Context: an optimization exercise on an open-source flow, tuned for small area, a short achievable clock period and few clock cycles per item. The choices shown serve that exercise and are no tape-out recipe. In this exercise RTL edits were held to simulation tests only and were not proved equivalent to the original. Power is estimated from default activity; no workload was simulated.

## old
==> flow/design.v <==
package lkvt_pkg;
  localparam int CAPACITY_DEF   = 32;
  localparam int KEY_BITS_DEF   = 16;
  localparam int VALUE_BITS_DEF = 32;
  localparam int KIND_W      = 2;
  localparam int STATUS_W    = 2;
  localparam int COUNT_OUT_W = 6;
  localparam logic [KIND_W-1:0] KIND_LOOKUP = 2'd0;
  localparam logic [KIND_W-1:0] KIND_INSERT = 2'd1;
  localparam logic [KIND_W-1:0] KIND_DELETE = 2'd2;
  localparam logic [STATUS_W-1:0] STAT_DONE      = 2'd0;
  localparam logic [STATUS_W-1:0] STAT_DUPLICATE = 2'd1;
  localparam logic [STATUS_W-1:0] STAT_FULL      = 2'd2;
  localparam logic [STATUS_W-1:0] STAT_ABSENT    = 2'd3;
  typedef struct packed {
    logic start;      
    logic scan_en;    
    logic rd_last;    
    logic wr_ins;     
    logic wr_del;     
    logic out_load;   
  } lkvt_cmd_t;
  typedef struct packed {
    logic scan_hit;    
    logic scan_miss;   
    logic is_insert;
    logic is_delete;
    logic tbl_full;
  } lkvt_sts_t;
endpackage
module linear_key_value_table
#(
  parameter int CAPACITY   = lkvt_pkg::CAPACITY_DEF,
  parameter int KEY_BITS   = lkvt_pkg::KEY_BITS_DEF,
  parameter int VALUE_BITS = lkvt_pkg::VALUE_BITS_DEF,
  localparam int IN_W  = ((KEY_BITS + VALUE_BITS + 7) / 8) * 8,
  localparam int RES_W = 1 + VALUE_BITS + lkvt_pkg::STATUS_W + lkvt_pkg::COUNT_OUT_W + 2,
  localparam int OUT_W = ((RES_W + 7) / 8) * 8
) (
  input  logic              clk_i,
  input  logic              rst_ni,
  input  logic              s_axis_tvalid,
  output logic              s_axis_tready,
  input  logic [IN_W-1:0]   s_axis_tdata,   
  input  logic [lkvt_pkg::KIND_W-1:0] s_axis_tuser,   
  output logic              m_axis_tvalid,
  input  logic              m_axis_tready,
  output logic [OUT_W-1:0]  m_axis_tdata    
);
  localparam int NR    = 4;                   
  localparam int RL    = CAPACITY / NR;       
  localparam int NP    = 2;                   
  localparam int NQ    = NR * RL;             
  localparam int NS    = NQ + NP;             
  localparam int CNT_W = $clog2(CAPACITY + 1);
  localparam logic [CNT_W-1:0] CAP_CNT = CNT_W'(CAPACITY);
  localparam int W     = KEY_BITS + VALUE_BITS;
  logic [NQ-1:0]         rvld_q;
  logic [W-1:0]          rdat_q [NQ];
  logic [NP-1:0]         pvld_q;
  logic [W-1:0]          pdat_q [NP];
  logic [CNT_W-1:0]      count_q;
  logic [NS-1:0]         svld;
  logic [W-1:0]          sdat [NS];
  always_comb begin
    for (int j = 0; j < NQ; j++) begin
      svld[j] = rvld_q[j];
      sdat[j] = rdat_q[j];
    end
    for (int d = 0; d < NP; d++) begin
      svld[NQ+d] = pvld_q[d];
      sdat[NQ+d] = pdat_q[d];
    end
  end
  logic [NR-1:0]         dsel_q;
  logic [NP-1:0]         psrc_q, pgo_q, ptgt;
  logic [W-1:0]          ddat;
  always_comb begin
    ddat = '0;
    for (int d = 0; d < NP; d++) begin
      ddat = ddat | (pdat_q[d] & {W{psrc_q[d]}});
    end
  end
  always_comb begin
    logic seen;
    seen = 1'b0;
    for (int d = 0; d < NP; d++) begin
      ptgt[d] = (!pvld_q[d] || pgo_q[d]) && !seen;
      seen    = seen || !pvld_q[d] || pgo_q[d];
    end
  end
  logic                          b_v, b_hit;    
  logic [NR:0]                   b_g;           
  logic                          b_sins, b_sdel;
  logic [lkvt_pkg::KIND_W-1:0]   b_kind;
  logic [KEY_BITS-1:0]           b_key;
  logic [VALUE_BITS-1:0]         b_val;
  logic [NS-1:0]                 b_m;
  logic                          r_v, s_v, take, stall;
  logic [RES_W-1:0]              r_q, s_q;
  logic                          rdy_q;
  assign stall = r_v && s_v;
  logic                  ex, b_ins, b_del, b_lu;
  logic                  full, empty, c_31, c_1;
  logic                  ins_ok, del_ok, full_n, empty_n;
  logic [CNT_W-1:0]      count_p1, count_m1, count_n;
  logic [NS-1:0]         clr;
  logic [VALUE_BITS-1:0] rd_val;
  logic                  dvld;
  assign ex    = b_v && !stall;
  assign b_ins = (b_kind == lkvt_pkg::KIND_INSERT);
  assign b_del = (b_kind == lkvt_pkg::KIND_DELETE);
  assign b_lu  = !b_ins && !b_del;
  assign full     = (count_q == CAP_CNT);
  assign empty    = (count_q == '0);
  assign c_31     = (count_q == CAP_CNT - 1);
  assign c_1      = (count_q == CNT_W'(1));
  assign count_p1 = count_q + CNT_W'(1);
  assign count_m1 = count_q - CNT_W'(1);
  assign b_hit    = b_sins || (!b_sdel && (|b_g));
  assign ins_ok   = ex && b_ins && !b_hit && !full;
  assign del_ok   = ex && b_del && b_hit;
  assign count_n  = ins_ok ? count_p1 : (del_ok ? count_m1 : count_q);
  assign full_n   = ins_ok ? c_31 : (full && !del_ok);
  assign empty_n  = del_ok ? c_1 : (empty && !ins_ok);
  assign clr = del_ok ? b_m : '0;
  always_comb begin
    rd_val = '0;
    for (int j = 0; j < NS; j++) begin
      rd_val = rd_val | (sdat[j][W-1:KEY_BITS] & {VALUE_BITS{b_m[j]}});
    end
  end
  always_comb begin
    dvld = 1'b0;
    for (int d = 0; d < NP; d++) begin
      dvld = dvld | (psrc_q[d] && !clr[NQ+d]);
    end
  end
  logic [NQ-1:0]         rvld_n;
  logic [NP-1:0]         pvld_n;
  always_comb begin
    for (int r = 0; r < NR; r++) begin
      for (int i = 1; i < RL; i++) begin
        rvld_n[r*RL+i] = rvld_q[r*RL+i-1] && !clr[r*RL+i-1];
      end
      if (dsel_q[r]) begin
        rvld_n[r*RL] = dvld;
      end else begin
        rvld_n[r*RL] = rvld_q[r*RL+RL-1] && !clr[r*RL+RL-1];
      end
    end
    for (int d = 0; d < NP; d++) begin
      pvld_n[d] = (pvld_q[d] && !pgo_q[d] && !clr[NQ+d]) || (ins_ok && ptgt[d]);
    end
  end
  always_ff @(posedge clk_i or negedge rst_ni) begin
    if (!rst_ni) begin
      rvld_q  <= '0;
      pvld_q  <= '0;
      count_q <= '0;
    end else begin
      rvld_q  <= rvld_n;
      pvld_q  <= pvld_n;
      count_q <= count_n;
    end
  end
  always_ff @(posedge clk_i) begin
    for (int r = 0; r < NR; r++) begin
      for (int i = 1; i < RL; i++) begin
        rdat_q[r*RL+i] <= rdat_q[r*RL+i-1];
      end
      rdat_q[r*RL] <= dsel_q[r] ? ddat : rdat_q[r*RL+RL-1];
    end
    for (int d = 0; d < NP; d++) begin
      if (ex && b_ins && ptgt[d]) begin
        pdat_q[d] <= {b_val, b_key};
      end
    end
  end
  logic                          acc, same;
  logic [KEY_BITS-1:0]           key;
  logic [NS-1:0]                 m1, m_rot, b_m_n;
  assign acc = s_axis_tvalid && rdy_q;
  assign key = s_axis_tdata[KEY_BITS-1:0];
  always_comb begin
    for (int j = 0; j < NS; j++) begin
      m1[j] = svld[j] && (sdat[j][KEY_BITS-1:0] == key);
    end
  end
  assign same = b_v && (b_key == key);
  always_comb begin
    logic [NS-1:0] m;
    m = stall ? b_m : m1;
    for (int r = 0; r < NR; r++) begin
      for (int i = 1; i < RL; i++) begin
        m_rot[r*RL+i] = m[r*RL+i-1];
      end
      m_rot[r*RL] = dsel_q[r] ? |(m[NS-1:NQ] & psrc_q) : m[r*RL+RL-1];
    end
    for (int d = 0; d < NP; d++) begin
      m_rot[NQ+d] = m[NQ+d] && !pgo_q[d];
    end
  end
  always_comb begin
    b_m_n = m_rot;
    if (!stall && same && ins_ok) begin
      b_m_n = {ptgt, {NQ{1'b0}}};
    end else if (!stall && same && del_ok) begin
      b_m_n = '0;
    end
  end
  always_ff @(posedge clk_i or negedge rst_ni) begin
    if (!rst_ni) begin
      b_v <= 1'b0;
    end else if (!stall) begin
      b_v <= acc;
    end
  end
  logic [NR:0]                   g_n;
  always_comb begin
    for (int r = 0; r < NR; r++) begin
      g_n[r] = |m1[r*RL +: RL];
    end
    g_n[NR] = |m1[NS-1:NQ];
  end
  always_ff @(posedge clk_i) begin
    b_m <= b_m_n;
    if (!stall) begin
      b_g    <= g_n;
      b_sins <= same && ins_ok;
      b_sdel <= same && del_ok;
      b_kind <= s_axis_tuser;
      b_key  <= key;
      b_val  <= s_axis_tdata[KEY_BITS+VALUE_BITS-1:KEY_BITS];
    end
  end
  logic [lkvt_pkg::STATUS_W-1:0] stat;
  logic [RES_W-1:0]              res_n;
  logic                          r_v_d, s_v_d;
  always_comb begin
    if (b_ins) begin
      stat = b_hit ? lkvt_pkg::STAT_DUPLICATE : (full ? lkvt_pkg::STAT_FULL : lkvt_pkg::STAT_DONE);
    end else begin
      stat = b_hit ? lkvt_pkg::STAT_DONE : lkvt_pkg::STAT_ABSENT;
    end
  end
  assign res_n = {empty_n, full_n, lkvt_pkg::COUNT_OUT_W'(count_n),
                  stat, (b_lu ? rd_val : '0), b_hit};
  assign take  = r_v && m_axis_tready;
  assign r_v_d = (r_v && !take) || s_v || ex;
  assign s_v_d = s_v ? !take : (ex && r_v && !take);
  logic                  stall_n, bv_n, bins_n, bdel_n;
  logic [1:0]            rdy_h, drn_h;
  logic [NR-1:0]         dsel_h [2];
  logic [NP-1:0]         psrc_h [2], pgo_h [2];
  assign bv_n   = stall ? b_v : acc;
  assign bins_n = stall ? b_ins : (s_axis_tuser == lkvt_pkg::KIND_INSERT);
  assign bdel_n = stall ? b_del : (s_axis_tuser == lkvt_pkg::KIND_DELETE);
  always_comb begin
    for (int h = 0; h < 2; h++) begin
      logic          ins_h, del_h, full_h, rf, rf2, p_any, p_all, q_ins, q_del;
      logic [NS-1:0] clr_h;
      logic [NP-1:0] pv;
      logic [NR-1:0] rt;
      logic [NP-1:0] ps;
      ins_h = (h == 0) && ex && b_ins && !full;
      del_h = (h == 1) && ex && b_del;
      clr_h = del_h ? b_m : '0;
      full_h = ins_h ? c_31 : (full && !del_h);
      for (int d = 0; d < NP; d++) begin
        pv[d] = (pvld_q[d] && !pgo_q[d] && !clr_h[NQ+d]) || (ins_h && ptgt[d]);
      end
      rf  = 1'b0;
      rf2 = 1'b0;
      for (int r = 0; r < NR; r++) begin
        rt[r] = !(rvld_q[r*RL + RL-2] && !clr_h[r*RL + RL-2]) && !rf;
        rf    = rf  || !(rvld_q[r*RL + RL-2] && !clr_h[r*RL + RL-2]);
        rf2   = rf2 || !(rvld_q[r*RL + RL-3] && !clr_h[r*RL + RL-3]);
      end
      p_any = 1'b0;
      for (int d = 0; d < NP; d++) begin
        ps[d] = pv[d] && !p_any;
        p_any = p_any || pv[d];
      end
      p_all = &pv;
      drn_h[h]  = p_any && rf;
      dsel_h[h] = (p_any && rf) ? rt : '0;
      psrc_h[h] = ps;
      pgo_h[h]  = (p_any && rf) ? ps : '0;
      q_ins = bv_n && bins_n && !full_h;
      q_del = bv_n && bdel_n;
      rdy_h[h] = rf2 || (full_h && !q_del) ||
                 (p_all ? ((p_any && rf) && !q_ins) : (!p_any || (p_any && rf) || !q_ins));
    end
  end
  always_ff @(posedge clk_i or negedge rst_ni) begin
    if (!rst_ni) begin
      dsel_q  <= '0;
      psrc_q  <= '0;
      pgo_q   <= '0;
    end else begin
      dsel_q  <= b_hit ? dsel_h[1] : dsel_h[0];
      psrc_q  <= b_hit ? psrc_h[1] : psrc_h[0];
      pgo_q   <= b_hit ? pgo_h[1]  : pgo_h[0];
    end
  end
  assign stall_n = r_v_d && s_v_d;
  always_ff @(posedge clk_i or negedge rst_ni) begin
    if (!rst_ni) begin
      r_v   <= 1'b0;
      s_v   <= 1'b0;
      rdy_q <= 1'b0;
    end else begin
      r_v   <= r_v_d;
      s_v   <= s_v_d;
      rdy_q <= !stall_n && (b_hit ? rdy_h[1] : rdy_h[0]);
    end
  end
  always_ff @(posedge clk_i) begin
    if (!r_v || take) begin
      r_q <= s_v ? s_q : res_n;
    end
    if (!s_v) begin
      s_q <= res_n;
    end
  end
  assign s_axis_tready = rdy_q;
  assign m_axis_tvalid = r_v;
  assign m_axis_tdata  = OUT_W'(r_q);
endmodule
export LEC_CHECK = 0
export CAP_MARGIN = 20
export CORE_MARGIN = 2
export CORE_UTILIZATION = 45
export CTS_CLUSTER_DIAMETER = 80
export CTS_CLUSTER_SIZE = 25
export PLACE_DENSITY = 0.65
export SETUP_SLACK_MARGIN = 2.6
export SLEW_MARGIN = 20
create_clock -name core_clock -period 5.0 [get_ports {clk_i}]
run.sh (not shown) runs the stock make flow with config.mk's settings and CLKGATE_MAP_FILE= SYNTH_SCRIPT=/design/flow/synth_recipe.tcl, a recipe that flattens the netlist after the stock synthesis.
old | stages: all done | timing, DRC, antenna: all pass
Testbench counts of old, summed over its fixed seeds: cycles 12,172, items 12,000.
The inputs of new differ from those of old as listed below.
-- flow/design.v --
<<< old, line 97
  logic [VALUE_BITS-1:0]         b_val;
  logic [NS-1:0]                 b_m;
  logic                          r_v, s_v, take, stall;
  logic [RES_W-1:0]              r_q, s_q;
  logic                          rdy_q;
  assign stall = r_v && s_v;
  logic                  ex, b_ins, b_del, b_lu;
  logic                  full, empty, c_31, c_1;
>>> new, line 97
  logic [VALUE_BITS-1:0]         b_val;
  logic [NS-1:0]                 b_m;
  logic                          r_v, take, stall;
  logic [RES_W-1:0]              r_q;
  logic                          rdy_q, rdyb_q;
  assign take  = r_v && m_axis_tready;
  assign stall = b_v && r_v && !m_axis_tready;
  logic                  ex, b_ins, b_del, b_lu;
  logic                  full, empty, c_31, c_1;
<<< old, line 121
  assign ins_ok   = ex && b_ins && !b_hit && !full;
  assign del_ok   = ex && b_del && b_hit;
  assign count_n  = ins_ok ? count_p1 : (del_ok ? count_m1 : count_q);
  assign full_n   = ins_ok ? c_31 : (full && !del_ok);
  assign empty_n  = del_ok ? c_1 : (empty && !ins_ok);
  assign clr = del_ok ? b_m : '0;
  always_comb begin
    rd_val = '0;
>>> new, line 122
  assign ins_ok   = ex && b_ins && !b_hit && !full;
  assign del_ok   = ex && b_del && b_hit;
  logic                  ins_m, del_m;
  assign ins_m    = ex && b_ins && !full;
  assign del_m    = ex && b_del;
  assign count_n  = b_hit ? (del_m ? count_m1 : count_q) : (ins_m ? count_p1 : count_q);
  assign full_n   = b_hit ? (full && !del_m) : (ins_m ? c_31 : full);
  assign empty_n  = b_hit ? (del_m ? c_1 : empty) : (empty && !ins_m);
  assign clr = (ex && b_del) ? b_m : '0;
  always_comb begin
    rd_val = '0;
<<< old, line 151
    end
    for (int d = 0; d < NP; d++) begin
      pvld_n[d] = (pvld_q[d] && !pgo_q[d] && !clr[NQ+d]) || (ins_ok && ptgt[d]);
    end
  end
>>> new, line 155
    end
    for (int d = 0; d < NP; d++) begin
      pvld_n[d] = (pvld_q[d] && !pgo_q[d] && !clr[NQ+d]) ||
                  (!b_hit && ex && b_ins && !full && ptgt[d]);
    end
  end
<<< old, line 181
  logic [KEY_BITS-1:0]           key;
  logic [NS-1:0]                 m1, m_rot, b_m_n;
  assign acc = s_axis_tvalid && rdy_q;
  assign key = s_axis_tdata[KEY_BITS-1:0];
  always_comb begin
>>> new, line 186
  logic [KEY_BITS-1:0]           key;
  logic [NS-1:0]                 m1, m_rot, b_m_n;
  assign acc = s_axis_tvalid && s_axis_tready;
  assign key = s_axis_tdata[KEY_BITS-1:0];
  always_comb begin
<<< old, line 237
  logic [lkvt_pkg::STATUS_W-1:0] stat;
  logic [RES_W-1:0]              res_n;
  logic                          r_v_d, s_v_d;
  always_comb begin
    if (b_ins) begin
>>> new, line 242
  logic [lkvt_pkg::STATUS_W-1:0] stat;
  logic [RES_W-1:0]              res_n;
  logic                          r_v_d;
  always_comb begin
    if (b_ins) begin
<<< old, line 247
  assign res_n = {empty_n, full_n, lkvt_pkg::COUNT_OUT_W'(count_n),
                  stat, (b_lu ? rd_val : '0), b_hit};
  assign take  = r_v && m_axis_tready;
  assign r_v_d = (r_v && !take) || s_v || ex;
  assign s_v_d = s_v ? !take : (ex && r_v && !take);
  logic                  stall_n, bv_n, bins_n, bdel_n;
  logic [1:0]            rdy_h, drn_h;
  logic [NR-1:0]         dsel_h [2];
>>> new, line 252
  assign res_n = {empty_n, full_n, lkvt_pkg::COUNT_OUT_W'(count_n),
                  stat, (b_lu ? rd_val : '0), b_hit};
  assign r_v_d = (r_v && !take) || ex;
  logic                  bv_n, bins_n, bdel_n;
  logic [1:0]            rdy_h, drn_h;
  logic [NR-1:0]         dsel_h [2];
<<< old, line 266
      ins_h = (h == 0) && ex && b_ins && !full;
      del_h = (h == 1) && ex && b_del;
      clr_h = del_h ? b_m : '0;
      full_h = ins_h ? c_31 : (full && !del_h);
      for (int d = 0; d < NP; d++) begin
>>> new, line 269
      ins_h = (h == 0) && ex && b_ins && !full;
      del_h = (h == 1) && ex && b_del;
      clr_h = clr;
      full_h = ins_h ? c_31 : (full && !del_h);
      for (int d = 0; d < NP; d++) begin
<<< old, line 305
    end
  end
  assign stall_n = r_v_d && s_v_d;
  always_ff @(posedge clk_i or negedge rst_ni) begin
    if (!rst_ni) begin
      r_v   <= 1'b0;
      s_v   <= 1'b0;
      rdy_q <= 1'b0;
    end else begin
      r_v   <= r_v_d;
      s_v   <= s_v_d;
      rdy_q <= !stall_n && (b_hit ? rdy_h[1] : rdy_h[0]);
    end
  end
  always_ff @(posedge clk_i) begin
    if (!r_v || take) begin
      r_q <= s_v ? s_q : res_n;
    end
    if (!s_v) begin
      s_q <= res_n;
    end
  end
  assign s_axis_tready = rdy_q;
  assign m_axis_tvalid = r_v;
  assign m_axis_tdata  = OUT_W'(r_q);
>>> new, line 308
    end
  end
  always_ff @(posedge clk_i or negedge rst_ni) begin
    if (!rst_ni) begin
      r_v    <= 1'b0;
      rdy_q  <= 1'b0;
      rdyb_q <= 1'b0;
    end else begin
      r_v    <= r_v_d;
      rdy_q  <= b_hit ? rdy_h[1] : rdy_h[0];
      rdyb_q <= (b_hit ? rdy_h[1] : rdy_h[0]) && !(bv_n && r_v_d);
    end
  end
  always_ff @(posedge clk_i) begin
    if (ex) begin
      r_q <= res_n;
    end
  end
  assign s_axis_tready = rdyb_q || (rdy_q && m_axis_tready);
  assign m_axis_tvalid = r_v;
  assign m_axis_tdata  = OUT_W'(r_q);
### Flow results
new: full flow OK, the timing, DRC and antenna checks passed
new vs. old: global routing usage on met3 went down by 1.1 points.
new reports a lower clock-net power than old does.
Sort new and old by clock-buffer cell count, ascending, and old comes first.
Critical path depth (lower): new
new vs. old: number of antenna violations at the first check in global routing has increased, wire length has decreased.
Looking at non-clock buffer share of cell area across new and old, the one that comes out higher is old.
Relative to old, synthesized cell count decreased by 184 in new.
Total number of placement rows: new vs old down 2
Changes observed in new relative to old: setup slack down 0.18 ns; sequential share of layout area has increased.
Min clock period minus worst slack across new and old: old
Total global-route track usage, new and old: smaller value in new
Testbench counts of new, summed over its fixed seeds: cycles 12,172, items 12,000.

[afterwards: timing with drivers on the ports]
The results above use ideal ports. As a check the final layouts listed here were re-extracted and re-timed, cells and wires unchanged.
Step 1 (the two cells are an assumption about what drives the block):
set clk [get_ports {clk_i}]
set_driving_cell -lib_cell sky130_fd_sc_hd__clkbuf_16 $clk
set_driving_cell -lib_cell sky130_fd_sc_hd__buf_2 [delete_from_list [all_inputs] $clk]
Step 2 moves the port delays by t, midway between the first and last clock arrival at a register: inputs arrive t later, outputs are due t later. That takes back most of the time a late clock gives input paths.
Three values: no drivers, after step 1, after step 2; two values: the first two.
run | shift t [ns] | setup slack, ns | hold slack, ns | worst data-port slew with drivers (ns)
old | 0.774 | 2.576 / 2.564 / 1.939 | 0.049 / 0.028 / 0.311 | 0.05
new | 0.760 | 2.400 / 2.346 / 1.913 | 0.298 / 0.248 / 0.313 | 0.05
After both steps setup and hold are still met in every run listed. The setup slack of old, which loses most, moves by -0.012 ns with the drivers and by -0.637 ns with both steps.
